Context: an optimization exercise on an open-source flow, tuned for small area. The choices shown serve that exercise and are no tape-out recipe.
The RTL was checked by simulation tests, not by an equivalence proof against the original design.
Power and IR drop assume default switching activity.

==> branch lagoon <==
==> flow/design.v <==
`timescale 1ns/1ps
package frameCamPkg;
	typedef logic [7:0] busByteT;  
	typedef logic [5:0] regAddrT;  
	typedef logic [12:0] adcWordT;  
	typedef logic [9:0] pixelT;  
	typedef logic [8:0] columnT;  
	typedef logic [8:0] lineT;  
	typedef logic [17:0] hitT;
	typedef logic [30:0] stampT;  
	typedef logic [3:0] phaseT;  
	typedef enum logic {
		frameIdle,  
		frameRun  
	} frameStateT;
endpackage
`timescale 1ns/1ps
module syncFifo #(
	parameter int Width = 8,
	parameter int Depth = 16
) (
	input logic bls0we,
	input logic resadd,
	input logic push,
	input logic pop,
	input logic [Width-1:0] pushData,
	output logic [Width-1:0] head,  
	output logic empty,
	output logic full
);
	logic [Width-1:0] mem [Depth];
	logic [Depth-1:0] fill;  
	logic [Depth-1:0] sel;  
	logic doPush;
	logic doPop;
	assign empty = !fill[0];
	assign full = fill[Depth-1];
	assign doPush = push && !full;  
	assign doPop = pop && !empty;  
	always_ff @(posedge bls0we) begin
		if (doPush) begin
			mem[0] <= pushData;
			for (int i = 1; i < Depth; i++)
				mem[i] <= mem[i-1];
		end
	end
	always_ff @(posedge bls0we or posedge resadd) begin
		if (resadd)
			fill <= '0;
		else if (doPush && !doPop)
			fill <= {fill[Depth-2:0], 1'b1};
		else if (doPop && !doPush)
			fill <= {1'b0, fill[Depth-1:1]};
	end
	always_comb begin
		sel = fill & ~{1'b0, fill[Depth-1:1]};
		head = '0;
		for (int i = 0; i < Depth; i++)
			head = head | ({Width{sel[i]}} & mem[i]);
	end
endmodule
`timescale 1ns/1ps
module busRegs (
	input logic bls0we,
	input logic resadd,
	input logic cs,  
	input logic wr,  
	input logic oe,  
	input frameCamPkg::regAddrT adresBus,
	input frameCamPkg::busByteT dataIn,
	input logic frameDone,  
	input frameCamPkg::stampT stampCaptured,
	input logic capValid,  
	input logic shotSeen,
	input frameCamPkg::stampT stampHead,
	input logic stampEmpty,
	input logic stampFull,
	input logic [7:0] hitHead,  
	input logic hitEmpty,
	input logic hitFull,
	output frameCamPkg::busByteT dataOut,
	output logic dataOe,
	output logic runReq,
	output logic goPulse,
	output logic timerClear,
	output frameCamPkg::pixelT threshold,
	output logic stampPop,
	output logic hitPop,
	output logic [3:0] stampWrite  
);
	logic writeEn;  
	logic ctrlWrite;  
	logic go;  
	logic mapped;  
	frameCamPkg::busByteT readByte;  
	logic [3:0] hitLine;  
	logic [5:0] hitColumn;  
	assign writeEn = wr && !cs;
	assign ctrlWrite = writeEn && (adresBus == 6'd0);
	always_ff @(posedge bls0we or posedge resadd) begin
		if (resadd) begin
			go <= 1'b0;
			timerClear <= 1'b0;
			goPulse <= 1'b0;
			stampPop <= 1'b0;
			hitPop <= 1'b0;
		end else begin
			goPulse <= ctrlWrite && dataIn[0];  
			stampPop <= ctrlWrite && dataIn[4];  
			hitPop <= writeEn && (adresBus == 6'd18) && dataIn[4];
			if (ctrlWrite)
				timerClear <= dataIn[6];  
			if (ctrlWrite && dataIn[0])
				go <= 1'b1;  
			else if (frameDone)
				go <= 1'b0;
		end
	end
	assign runReq = go;
	assign stampWrite[0] = writeEn && (adresBus == 6'd4);
	assign stampWrite[1] = writeEn && (adresBus == 6'd5);
	assign stampWrite[2] = writeEn && (adresBus == 6'd6);
	assign stampWrite[3] = writeEn && (adresBus == 6'd7);
	always_ff @(posedge bls0we or posedge resadd) begin
		if (resadd) begin
			threshold <= '0;
		end else if (writeEn) begin
			if (adresBus == 6'd8)
				threshold[7:0] <= dataIn;
			if (adresBus == 6'd9)
				threshold[9:8] <= dataIn[1:0];  
		end
	end
	assign hitLine = {!hitHead[2], hitHead[2:0]};
	assign hitColumn = {(hitHead[7:3] < 5'd11), hitHead[7:3]};
	always_comb begin
		readByte = '0;
		mapped = 1'b1;
		case (adresBus)
			6'd0: readByte = {4'b0000, stampEmpty, stampFull, shotSeen, go};
			6'd4: readByte = capValid ? stampCaptured[7:0] : 8'h00;
			6'd5: readByte = capValid ? stampCaptured[15:8] : 8'h00;
			6'd6: readByte = capValid ? stampCaptured[23:16] : 8'h00;
			6'd7: readByte = capValid ? {1'b0, stampCaptured[30:24]} : 8'h00;
			6'd8: readByte = threshold[7:0];
			6'd9: readByte = {6'b000000, threshold[9:8]};
			6'd10: readByte = stampHead[7:0];
			6'd11: readByte = stampHead[15:8];
			6'd12: readByte = stampHead[23:16];
			6'd13: readByte = {1'b0, stampHead[30:24]};
			6'd14: readByte = {4'b0000, hitLine};
			6'd15: readByte = 8'h00;  
			6'd16: readByte = {2'b00, hitColumn};
			6'd17: readByte = 8'h00;  
			6'd18: readByte = {4'b0000, hitEmpty, hitFull, 2'b00};
			default: mapped = 1'b0;
		endcase
	end
	assign dataOe = !cs && !oe && mapped;  
	assign dataOut = dataOe ? readByte : '0;
endmodule
`timescale 1ns/1ps
module frameTiming (
	input logic bls0we,
	input logic resadd,
	input logic runReq,  
	output logic frameDone,  
	output logic [3:0] phase,  
	output logic [5:0] column,  
	output logic [3:0] line,  
	output logic activePix,  
	output logic mclock,
	output logic mfsync,
	output logic mlsync,
	output logic adcClock
);
	logic running;
	logic tickEnd;  
	logic lineEnd;  
	assign tickEnd = (phase == 4'd9);
	assign lineEnd = (column == 6'd39);
	assign frameDone = running && tickEnd && lineEnd && (line == 4'd13);
	always_ff @(posedge bls0we or posedge resadd) begin
		if (resadd)
			running <= 1'b0;
		else if (running)
			running <= !frameDone;
		else
			running <= runReq;
	end
	always_ff @(posedge bls0we) begin
		if (!running || frameDone) begin
			phase <= '0;
			column <= '0;
			line <= '0;
		end else if (tickEnd) begin
			phase <= '0;
			if (lineEnd) begin
				column <= '0;
				line <= line + 4'd1;
			end else begin
				column <= column + 6'd1;
			end
		end else begin
			phase <= phase + 4'd1;
		end
	end
	assign mclock = !running || column[0];
	assign mfsync = !(running && (line == 4'd0) && (column < 6'd6));
	assign mlsync = !(running && (column == 6'd0));
	assign adcClock = running && (phase >= 4'd2) && (phase <= 4'd6);
	assign activePix = running && (column >= 6'd11) && (column <= 6'd34)
		&& (line >= 4'd4) && (line <= 4'd11);
endmodule
`timescale 1ns/1ps
module pixelCapture (
	input logic bls0we,
	input frameCamPkg::adcWordT adcData,
	input logic [3:0] phase,
	input logic [5:0] column,
	input logic [3:0] line,
	input logic activePix,
	input frameCamPkg::pixelT threshold,
	output logic hitPush,
	output logic [7:0] hitWord
);
	frameCamPkg::pixelT pixelReg;  
	always_ff @(posedge bls0we) begin
		if (phase == 4'd6)
			pixelReg <= adcData[11:2];
	end
	assign hitPush = activePix && (phase == 4'd9) && (pixelReg >= threshold);
	assign hitWord = {column[4:0], line[2:0]};
endmodule
`timescale 1ns/1ps
module shotTimer (
	input logic bls0we,
	input logic resadd,
	input logic foto,  
	input logic ready,
	input logic timerClear,  
	input logic goPulse,  
	input logic [3:0] stampWrite,  
	input frameCamPkg::busByteT stampByte,  
	output frameCamPkg::stampT stampCaptured,  
	output logic capValid,
	output logic shotSeen,
	output logic stampPush,
	output frameCamPkg::stampT stampWord
);
	logic [2:0] preCount;  
	frameCamPkg::stampT timestamp;
	logic fotoSync1;
	logic fotoSync2;
	logic fotoLast;  
	logic shotEdge;
	logic tick;  
	logic [31:0] carry;  
	logic wrap;  
	assign tick = (preCount == 3'd7) && (stampWrite == 4'b0000);
	always_comb begin
		carry[0] = tick;
		for (int i = 0; i < 31; i++)
			carry[i+1] = carry[i] && timestamp[i];
	end
	assign wrap = carry[11] && (timestamp[30:11] == 20'(31'd863999999 >> 11));
	always_ff @(posedge bls0we or posedge resadd) begin
		if (resadd) begin
			preCount <= '0;
			timestamp <= '0;
		end else if (timerClear) begin
			preCount <= '0;
			timestamp <= '0;
		end else begin
			preCount <= preCount + 3'd1;
			for (int i = 0; i < 31; i++) begin
				if (stampWrite[i / 8])
					timestamp[i] <= stampByte[i % 8];  
				else
					timestamp[i] <= !wrap && (timestamp[i] ^ carry[i]);
			end
		end
	end
	always_ff @(posedge bls0we or posedge resadd) begin
		if (resadd) begin
			fotoSync1 <= 1'b0;
			fotoSync2 <= 1'b0;
			fotoLast <= 1'b0;
		end else begin
			fotoSync1 <= foto;
			fotoSync2 <= fotoSync1;
			fotoLast <= fotoSync2;
		end
	end
	assign shotEdge = fotoSync2 && !fotoLast && ready;  
	assign stampPush = shotEdge;
	assign stampWord = timestamp;
	always_ff @(posedge bls0we or posedge resadd) begin
		if (resadd) begin
			shotSeen <= 1'b0;
			capValid <= 1'b0;
		end else if (goPulse) begin
			shotSeen <= 1'b0;  
		end else if (shotEdge && !shotSeen) begin
			shotSeen <= 1'b1;
			capValid <= 1'b1;
		end
	end
	always_ff @(posedge bls0we) begin
		if (!goPulse && shotEdge && !shotSeen)
			stampCaptured <= timestamp;
	end
endmodule
`timescale 1ns/1ps
module frameCam (
	input logic bls0we,
	input logic resadd,
	input logic cs,
	input logic wr,
	input logic oe,
	input frameCamPkg::regAddrT adresBus,
	input frameCamPkg::busByteT dataIn,
	input frameCamPkg::adcWordT adcData,
	input logic foto,
	input logic ready,
	output frameCamPkg::busByteT dataOut,
	output logic dataOe,
	output logic mclock,
	output logic mfsync,
	output logic mlsync,
	output logic adcClock
);
	logic runReq, frameDone, goPulse, timerClear;  
	frameCamPkg::pixelT threshold;
	logic [3:0] phase;
	logic [5:0] column;
	logic [3:0] line;
	logic activePix;
	logic hitPush, hitPop, hitEmpty, hitFull;  
	logic [7:0] hitWord, hitHead;
	logic stampPush, stampPop, stampEmpty, stampFull;  
	frameCamPkg::stampT stampWord, stampHead, stampCaptured;
	logic shotSeen, capValid;
	logic [3:0] stampWrite;  
	busRegs busRegsInst (.bls0we, .resadd, .cs, .wr, .oe, .adresBus, .dataIn, .frameDone,
		.stampCaptured, .capValid, .shotSeen, .stampHead, .stampEmpty, .stampFull, .hitHead,
		.hitEmpty, .hitFull, .dataOut, .dataOe, .runReq, .goPulse, .timerClear,
		.threshold, .stampPop, .hitPop, .stampWrite);
	frameTiming timingInst (.bls0we, .resadd, .runReq, .frameDone, .phase, .column,
		.line, .activePix, .mclock, .mfsync, .mlsync, .adcClock);
	pixelCapture captureInst (.bls0we, .adcData, .phase, .column, .line,
		.activePix, .threshold, .hitPush, .hitWord);
	shotTimer timerInst (.bls0we, .resadd, .foto, .ready, .timerClear, .goPulse,
		.stampWrite, .stampByte(dataIn),
		.stampCaptured, .capValid, .shotSeen, .stampPush, .stampWord);
	syncFifo #(.Width(8), .Depth(16)) hitFifo (.bls0we, .resadd,
		.push(hitPush), .pop(hitPop), .pushData(hitWord), .head(hitHead),
		.empty(hitEmpty), .full(hitFull));
	syncFifo #(.Width(31), .Depth(8)) stampFifo (.bls0we, .resadd,
		.push(stampPush), .pop(stampPop), .pushData(stampWord), .head(stampHead),
		.empty(stampEmpty), .full(stampFull));
endmodule
==> flow/run.sh <==
#!/bin/bash
# synth_recipe.tcl (not shown) runs the flow's synth.tcl, then flattens the netlist and writes it again
# the make line also repeats each setting of config.mk as NAME=value (left out here)
make -C /OpenROAD-flow-scripts/flow DESIGN_CONFIG=/design/flow/config.mk WORK_HOME=/design/flow/orfs CLKGATE_MAP_FILE= SYNTH_SCRIPT=/design/flow/synth_recipe.tcl finish
==> flow/config.mk <==
export PLATFORM = sky130hd
export DESIGN_NAME = frameCam
export DESIGN_NICKNAME = frameCam
export VERILOG_FILES = /design/flow/design.v
export SDC_FILE = /design/flow/constraint.sdc
export NUM_CORES = 4
export LEC_CHECK = 0
export CAP_MARGIN = 20
export CORE_MARGIN = 2
export CORE_UTILIZATION = 70
export CTS_BUF_LIST = sky130_fd_sc_hd__clkbuf_8
export CTS_CLUSTER_DIAMETER = 60
export CTS_CLUSTER_SIZE = 16
export SLEW_MARGIN = 20
==> flow/constraint.sdc <==
create_clock -name core_clock -period 10.0 [get_ports {bls0we}]
set_input_delay 2.0000 -clock core_clock [delete_from_list [all_inputs] [get_ports {bls0we}]]
set_output_delay 2.0000 -clock core_clock [all_outputs]
set_load 0.01 [all_outputs]
==> branch onyx (differences from branch lagoon) <==
--- a/flow/design.v
+++ b/flow/design.v
@@ -19,3 +19,4 @@
 	parameter int Width = 8,
-	parameter int Depth = 16
+	parameter int Depth = 16,
+	parameter bit Johnson = 1'b1
 ) (
@@ -31,8 +32,7 @@
 	logic [Width-1:0] mem [Depth];
-	logic [Depth-1:0] fill;  
-	logic [Depth-1:0] sel;  
+	logic [Depth:0] is;  
 	logic doPush;
 	logic doPop;
-	assign empty = !fill[0];
-	assign full = fill[Depth-1];
+	assign empty = is[0];
+	assign full = is[Depth];
 	assign doPush = push && !full;  
@@ -46,15 +46,44 @@
 	end
-	always_ff @(posedge bls0we or posedge resadd) begin
-		if (resadd)
-			fill <= '0;
-		else if (doPush && !doPop)
-			fill <= {fill[Depth-2:0], 1'b1};
-		else if (doPop && !doPush)
-			fill <= {1'b0, fill[Depth-1:1]};
-	end
+	generate
+		if (Johnson) begin : gJohnson
+			localparam int K = Depth / 2 + 1;  
+			logic [K-1:0] level;  
+			always_comb begin
+				is[0] = !level[0] && !level[K-1];
+				for (int c = 1; c < K; c++)
+					is[c] = level[c-1] && !level[c];
+				is[K] = level[K-1] && level[0];
+				for (int c = K + 1; c <= Depth; c++)
+					is[c] = !level[c-K-1] && level[c-K];
+			end
+			always_ff @(posedge bls0we or posedge resadd) begin
+				if (resadd)
+					level <= '0;
+				else if (doPush && !doPop)
+					level <= {level[K-2:0], !level[K-1]};  
+				else if (doPop && !doPush)
+					level <= {!level[0], level[K-1:1]};  
+			end
+		end else begin : gThermo
+			logic [Depth-1:0] fill;  
+			always_comb begin
+				is[0] = !fill[0];
+				for (int c = 1; c < Depth; c++)
+					is[c] = fill[c-1] && !fill[c];
+				is[Depth] = fill[Depth-1];
+			end
+			always_ff @(posedge bls0we or posedge resadd) begin
+				if (resadd)
+					fill <= '0;
+				else if (doPush && !doPop)
+					fill <= {fill[Depth-2:0], 1'b1};
+				else if (doPop && !doPush)
+					fill <= {1'b0, fill[Depth-1:1]};
+			end
+		end
+	endgenerate
 	always_comb begin
-		sel = fill & ~{1'b0, fill[Depth-1:1]};
 		head = '0;
 		for (int i = 0; i < Depth; i++)
-			head = head | ({Width{sel[i]}} & mem[i]);
+			head = head | ({Width{is[i+1]}} & mem[i]);
 	end
@@ -167,3 +196,5 @@
 	output logic frameDone,  
-	output logic [3:0] phase,  
+	output logic [4:0] phase,  
+	output logic samplePoint,  
+	output logic tickEnd,  
 	output logic [5:0] column,  
@@ -177,5 +208,5 @@
 	logic running;
-	logic tickEnd;  
 	logic lineEnd;  
-	assign tickEnd = (phase == 4'd9);
+	assign tickEnd = phase[4] && !phase[3];
+	assign samplePoint = phase[1] && !phase[0];
 	assign lineEnd = (column == 6'd39);
@@ -196,3 +227,3 @@
 		end else if (tickEnd) begin
-			phase <= '0;
+			phase <= '0;  
 			if (lineEnd) begin
@@ -204,3 +235,3 @@
 		end else begin
-			phase <= phase + 4'd1;
+			phase <= {phase[3:0], !phase[4]};
 		end
@@ -210,3 +241,3 @@
 	assign mlsync = !(running && (column == 6'd0));
-	assign adcClock = running && (phase >= 4'd2) && (phase <= 4'd6);
+	assign adcClock = running && phase[1];  
 	assign activePix = running && (column >= 6'd11) && (column <= 6'd34)
@@ -218,3 +249,4 @@
 	input frameCamPkg::adcWordT adcData,
-	input logic [3:0] phase,
+	input logic samplePoint,  
+	input logic tickEnd,  
 	input logic [5:0] column,
@@ -228,6 +260,12 @@
 	always_ff @(posedge bls0we) begin
-		if (phase == 4'd6)
+		if (samplePoint)
 			pixelReg <= adcData[11:2];
 	end
-	assign hitPush = activePix && (phase == 4'd9) && (pixelReg >= threshold);
+	logic [10:0] geChain;
+	always_comb begin
+		geChain[0] = 1'b1;
+		for (int i = 0; i < 10; i++)
+			geChain[i+1] = (pixelReg[i] && !threshold[i]) || ((pixelReg[i] || !threshold[i]) && geChain[i]);
+	end
+	assign hitPush = activePix && tickEnd && geChain[10];
 	assign hitWord = {column[4:0], line[2:0]};
@@ -334,3 +372,4 @@
 	frameCamPkg::pixelT threshold;
-	logic [3:0] phase;
+	logic [4:0] phase;
+	logic samplePoint, tickEnd;
 	logic [5:0] column;
@@ -348,5 +387,5 @@
 		.threshold, .stampPop, .hitPop, .stampWrite);
-	frameTiming timingInst (.bls0we, .resadd, .runReq, .frameDone, .phase, .column,
+	frameTiming timingInst (.bls0we, .resadd, .runReq, .frameDone, .phase, .samplePoint, .tickEnd, .column,
 		.line, .activePix, .mclock, .mfsync, .mlsync, .adcClock);
-	pixelCapture captureInst (.bls0we, .adcData, .phase, .column, .line,
+	pixelCapture captureInst (.bls0we, .adcData, .samplePoint, .tickEnd, .column, .line,
 		.activePix, .threshold, .hitPush, .hitWord);
@@ -358,3 +397,3 @@
 		.empty(hitEmpty), .full(hitFull));
-	syncFifo #(.Width(31), .Depth(8)) stampFifo (.bls0we, .resadd,
+	syncFifo #(.Width(31), .Depth(8), .Johnson(1'b1)) stampFifo (.bls0we, .resadd,
 		.push(stampPush), .pop(stampPop), .pushData(stampWord), .head(stampHead),
==> flow/flow/run.sh (new file) <==
#!/bin/bash
# The standard layout, with three changes:
# - synthesis maps logic with an area-oriented ABC script (flow/synth_area.tcl);
# - the port buffers are made from the smallest buffer cell;
# - clock tree synthesis inserts no dummy loads.
set -o pipefail
here=$(pwd)
export FLOW_SYNTH_TCL=$here/synth_recipe.tcl
export ABC_AREA_SCRIPT=$here/flow/abc_area.script
export BUFFER_PORTS_ARGS="-buffer_cell sky130_fd_sc_hd__buf_1"
export CTS_ARGS="-sink_clustering_enable -repair_clock_nets -sink_clustering_size 28 -sink_clustering_buffer sky130_fd_sc_hd__clkbuf_16 -sink_clustering_max_diameter 60 -buf_list sky130_fd_sc_hd__clkbuf_8 -dont_use_dummy_load"
bash standard.sh SYNTH_SCRIPT=$here/flow/synth_area.tcl finish 2>&1 | tee standard.log
==> flow/flow/abc_area.script (new file) <==
&get -n
&st
&syn2
&dch
&nf -R 1000
&put
strash
&get -n
&st
&dch
&nf -R 1000
&put
==> flow/flow/synth_area.tcl (new file) <==
# The standard synthesis script, with ABC's technology mapping aimed at area: the
# abc call's -script argument is replaced by flow/abc_area.script. Flip-flop
# mapping and every other step are unchanged.
proc abc {args} {
  set i [lsearch -exact $args -script]
  if {$i >= 0} { lset args [expr {$i + 1}] $::env(ABC_AREA_SCRIPT) }
  yosys abc {*}$args
}
source $::env(FLOW_SYNTH_TCL)
==> flow/standard.sh (new file) <==
#!/bin/bash
# synth_recipe.tcl (not shown) runs the flow's synth.tcl, then flattens the netlist and writes it again
# the make line also repeats each setting of config.mk as NAME=value (left out here)
make -C /OpenROAD-flow-scripts/flow DESIGN_CONFIG=/design/flow/config.mk WORK_HOME=/design/flow/orfs CLKGATE_MAP_FILE= SYNTH_SCRIPT=/design/flow/synth_recipe.tcl "${@:-finish}"
Settings changed: CORE_UTILIZATION 70 to 82, CTS_CLUSTER_SIZE 16 to 28.
removed: flow/run.sh
==> branch harbor (differences from branch lagoon) <==
--- a/flow/design.v
+++ b/flow/design.v
@@ -30,9 +30,9 @@
 );
+	localparam int AddrWidth = $clog2(Depth);
 	logic [Width-1:0] mem [Depth];
-	logic [Depth-1:0] fill;  
-	logic [Depth-1:0] sel;  
+	logic [AddrWidth:0] last;  
 	logic doPush;
 	logic doPop;
-	assign empty = !fill[0];
-	assign full = fill[Depth-1];
+	assign empty = last[AddrWidth];
+	assign full = (last == (AddrWidth+1)'(Depth - 1));
 	assign doPush = push && !full;  
@@ -48,14 +48,9 @@
 		if (resadd)
-			fill <= '0;
+			last <= '1;
 		else if (doPush && !doPop)
-			fill <= {fill[Depth-2:0], 1'b1};
+			last <= last + 1'b1;
 		else if (doPop && !doPush)
-			fill <= {1'b0, fill[Depth-1:1]};
-	end
-	always_comb begin
-		sel = fill & ~{1'b0, fill[Depth-1:1]};
-		head = '0;
-		for (int i = 0; i < Depth; i++)
-			head = head | ({Width{sel[i]}} & mem[i]);
+			last <= last - 1'b1;
 	end
+	assign head = mem[last[AddrWidth-1:0]];  
 endmodule
@@ -72,3 +67,2 @@
 	input frameCamPkg::stampT stampCaptured,
-	input logic capValid,  
 	input logic shotSeen,
@@ -140,6 +134,6 @@
 			6'd0: readByte = {4'b0000, stampEmpty, stampFull, shotSeen, go};
-			6'd4: readByte = capValid ? stampCaptured[7:0] : 8'h00;
-			6'd5: readByte = capValid ? stampCaptured[15:8] : 8'h00;
-			6'd6: readByte = capValid ? stampCaptured[23:16] : 8'h00;
-			6'd7: readByte = capValid ? {1'b0, stampCaptured[30:24]} : 8'h00;
+			6'd4: readByte = stampCaptured[7:0];
+			6'd5: readByte = stampCaptured[15:8];
+			6'd6: readByte = stampCaptured[23:16];
+			6'd7: readByte = {1'b0, stampCaptured[30:24]};
 			6'd8: readByte = threshold[7:0];
@@ -244,4 +238,3 @@
 	input frameCamPkg::busByteT stampByte,  
-	output frameCamPkg::stampT stampCaptured,  
-	output logic capValid,
+	output frameCamPkg::stampT stampCaptured,
 	output logic shotSeen,
@@ -256,12 +249,2 @@
 	logic shotEdge;
-	logic tick;  
-	logic [31:0] carry;  
-	logic wrap;  
-	assign tick = (preCount == 3'd7) && (stampWrite == 4'b0000);
-	always_comb begin
-		carry[0] = tick;
-		for (int i = 0; i < 31; i++)
-			carry[i+1] = carry[i] && timestamp[i];
-	end
-	assign wrap = carry[11] && (timestamp[30:11] == 20'(31'd863999999 >> 11));
 	always_ff @(posedge bls0we or posedge resadd) begin
@@ -275,7 +258,16 @@
 			preCount <= preCount + 3'd1;
-			for (int i = 0; i < 31; i++) begin
-				if (stampWrite[i / 8])
-					timestamp[i] <= stampByte[i % 8];  
+			if (stampWrite != 4'b0000) begin
+				if (stampWrite[0])
+					timestamp[7:0] <= stampByte;
+				if (stampWrite[1])
+					timestamp[15:8] <= stampByte;
+				if (stampWrite[2])
+					timestamp[23:16] <= stampByte;
+				if (stampWrite[3])
+					timestamp[30:24] <= stampByte[6:0];
+			end else if (preCount == 3'd7) begin
+				if (timestamp == 31'd863999999)
+					timestamp <= '0;
 				else
-					timestamp[i] <= !wrap && (timestamp[i] ^ carry[i]);
+					timestamp <= timestamp + 31'd1;
 			end
@@ -300,3 +292,3 @@
 			shotSeen <= 1'b0;
-			capValid <= 1'b0;
+			stampCaptured <= '0;
 		end else if (goPulse) begin
@@ -305,8 +297,4 @@
 			shotSeen <= 1'b1;
-			capValid <= 1'b1;
-		end
-	end
-	always_ff @(posedge bls0we) begin
-		if (!goPulse && shotEdge && !shotSeen)
 			stampCaptured <= timestamp;
+		end
 	end
@@ -342,6 +330,6 @@
 	frameCamPkg::stampT stampWord, stampHead, stampCaptured;
-	logic shotSeen, capValid;
+	logic shotSeen;
 	logic [3:0] stampWrite;  
 	busRegs busRegsInst (.bls0we, .resadd, .cs, .wr, .oe, .adresBus, .dataIn, .frameDone,
-		.stampCaptured, .capValid, .shotSeen, .stampHead, .stampEmpty, .stampFull, .hitHead,
+		.stampCaptured, .shotSeen, .stampHead, .stampEmpty, .stampFull, .hitHead,
 		.hitEmpty, .hitFull, .dataOut, .dataOe, .runReq, .goPulse, .timerClear,
@@ -354,3 +342,3 @@
 		.stampWrite, .stampByte(dataIn),
-		.stampCaptured, .capValid, .shotSeen, .stampPush, .stampWord);
+		.stampCaptured, .shotSeen, .stampPush, .stampWord);
 	syncFifo #(.Width(8), .Depth(16)) hitFifo (.bls0we, .resadd,
Settings changed: CORE_UTILIZATION 70 to 40, CTS_BUF_LIST sky130_fd_sc_hd__clkbuf_8 to default, CTS_CLUSTER_DIAMETER 60 to default, CTS_CLUSTER_SIZE 16 to default.
==> summary of the runs <==
Clock power: branch lagoon < branch onyx < branch harbor.
Synthesized area, highest first: branch harbor, branch lagoon, branch onyx.
First-iteration DRC count, highest first: branch onyx, branch lagoon, branch harbor.
The highest wire length belongs to branch harbor, the lowest to branch lagoon.
Worst hold slack, lowest first: branch harbor, branch lagoon, branch onyx.
The highest fmax belongs to branch harbor, the lowest to branch lagoon.
Sequential cell count: branch lagoon > branch onyx > branch harbor.
==> figures <==
item                                                                     branch onyx       branch lagoon        branch harbor
Number of nets in the synthesized netlist                                      1,219               1,384                1,606
Routed length on met3                                                        7129 µm             4730 µm              3452 µm
Reported net switching power                                                1.083 mW            804.4 µW             1.599 mW
Detailed-routing wirelength on met1                                        15,740 µm           18,980 µm            23,560 µm
Final-layout clock buffer total                                                   28                  39                   74
Power in the clock group                                                     1.06 mW              994 µW              1.99 mW
Static Leakage                                                              7.146 nW            7.377 nW             8.694 nW
Area fraction in and, or, nand and nor cells after synthesis                  7.426%              6.530%               8.466%
Switching Fraction                                                            26.31%              22.24%               28.83%
Routed wire length                                                         45,760 µm           43,440 µm            50,710 µm
Final instance count without filler cells                                      1,519               1,728                2,303
Synthesized-area fraction occupied by ao, oa, aoi and oai cells               11.21%              12.53%               11.74%
Met2 usage                                                                    57.73%              42.12%               26.44%
Outcome                                                     timing/DRC/antenna clean  timing/DRC/antenna clean  timing/DRC/antenna clean
Hold EP                                                          timerInst.fotoSync2  timerInst.fotoLast  timerInst.fotoSync2
Maximum number of pins on one net before global-route repair                     177                 225                  194

separate check: timing with driven ports:
The flow's constraints put no driver on any port. The routed layouts listed below were extracted and timed again, unchanged, in two steps. Step 1 assumes that a clkbuf_16 drives the clock port and a buf_2 every other input. Step 2 moves the port delays by t, midway between the first and last clock arrival at a register: inputs arrive t later, outputs are due t later. That takes back most of the time a late clock gives input paths. a / b / c = ideal ports / drivers / drivers and shift; a / b = the first two.
run | t (ns) | setup slack, ns | worst setup path at the end | clock arrival spread, ns
branch lagoon | 0.615 | 1.361 / 1.383 / 0.767 | input to register | 0.025 / 0.025
branch onyx | 0.720 | 1.454 / 1.484 / 0.763 | input to register | 0.063 / 0.063
branch harbor | 0.636 | 2.176 / 2.152 / 2.152 | input to output | 0.024 / 0.024
After both steps every run listed still meets setup and hold. For branch onyx, which loses most, drivers alone change the setup slack by +0.030 ns; drivers and shift together by -0.691 ns.
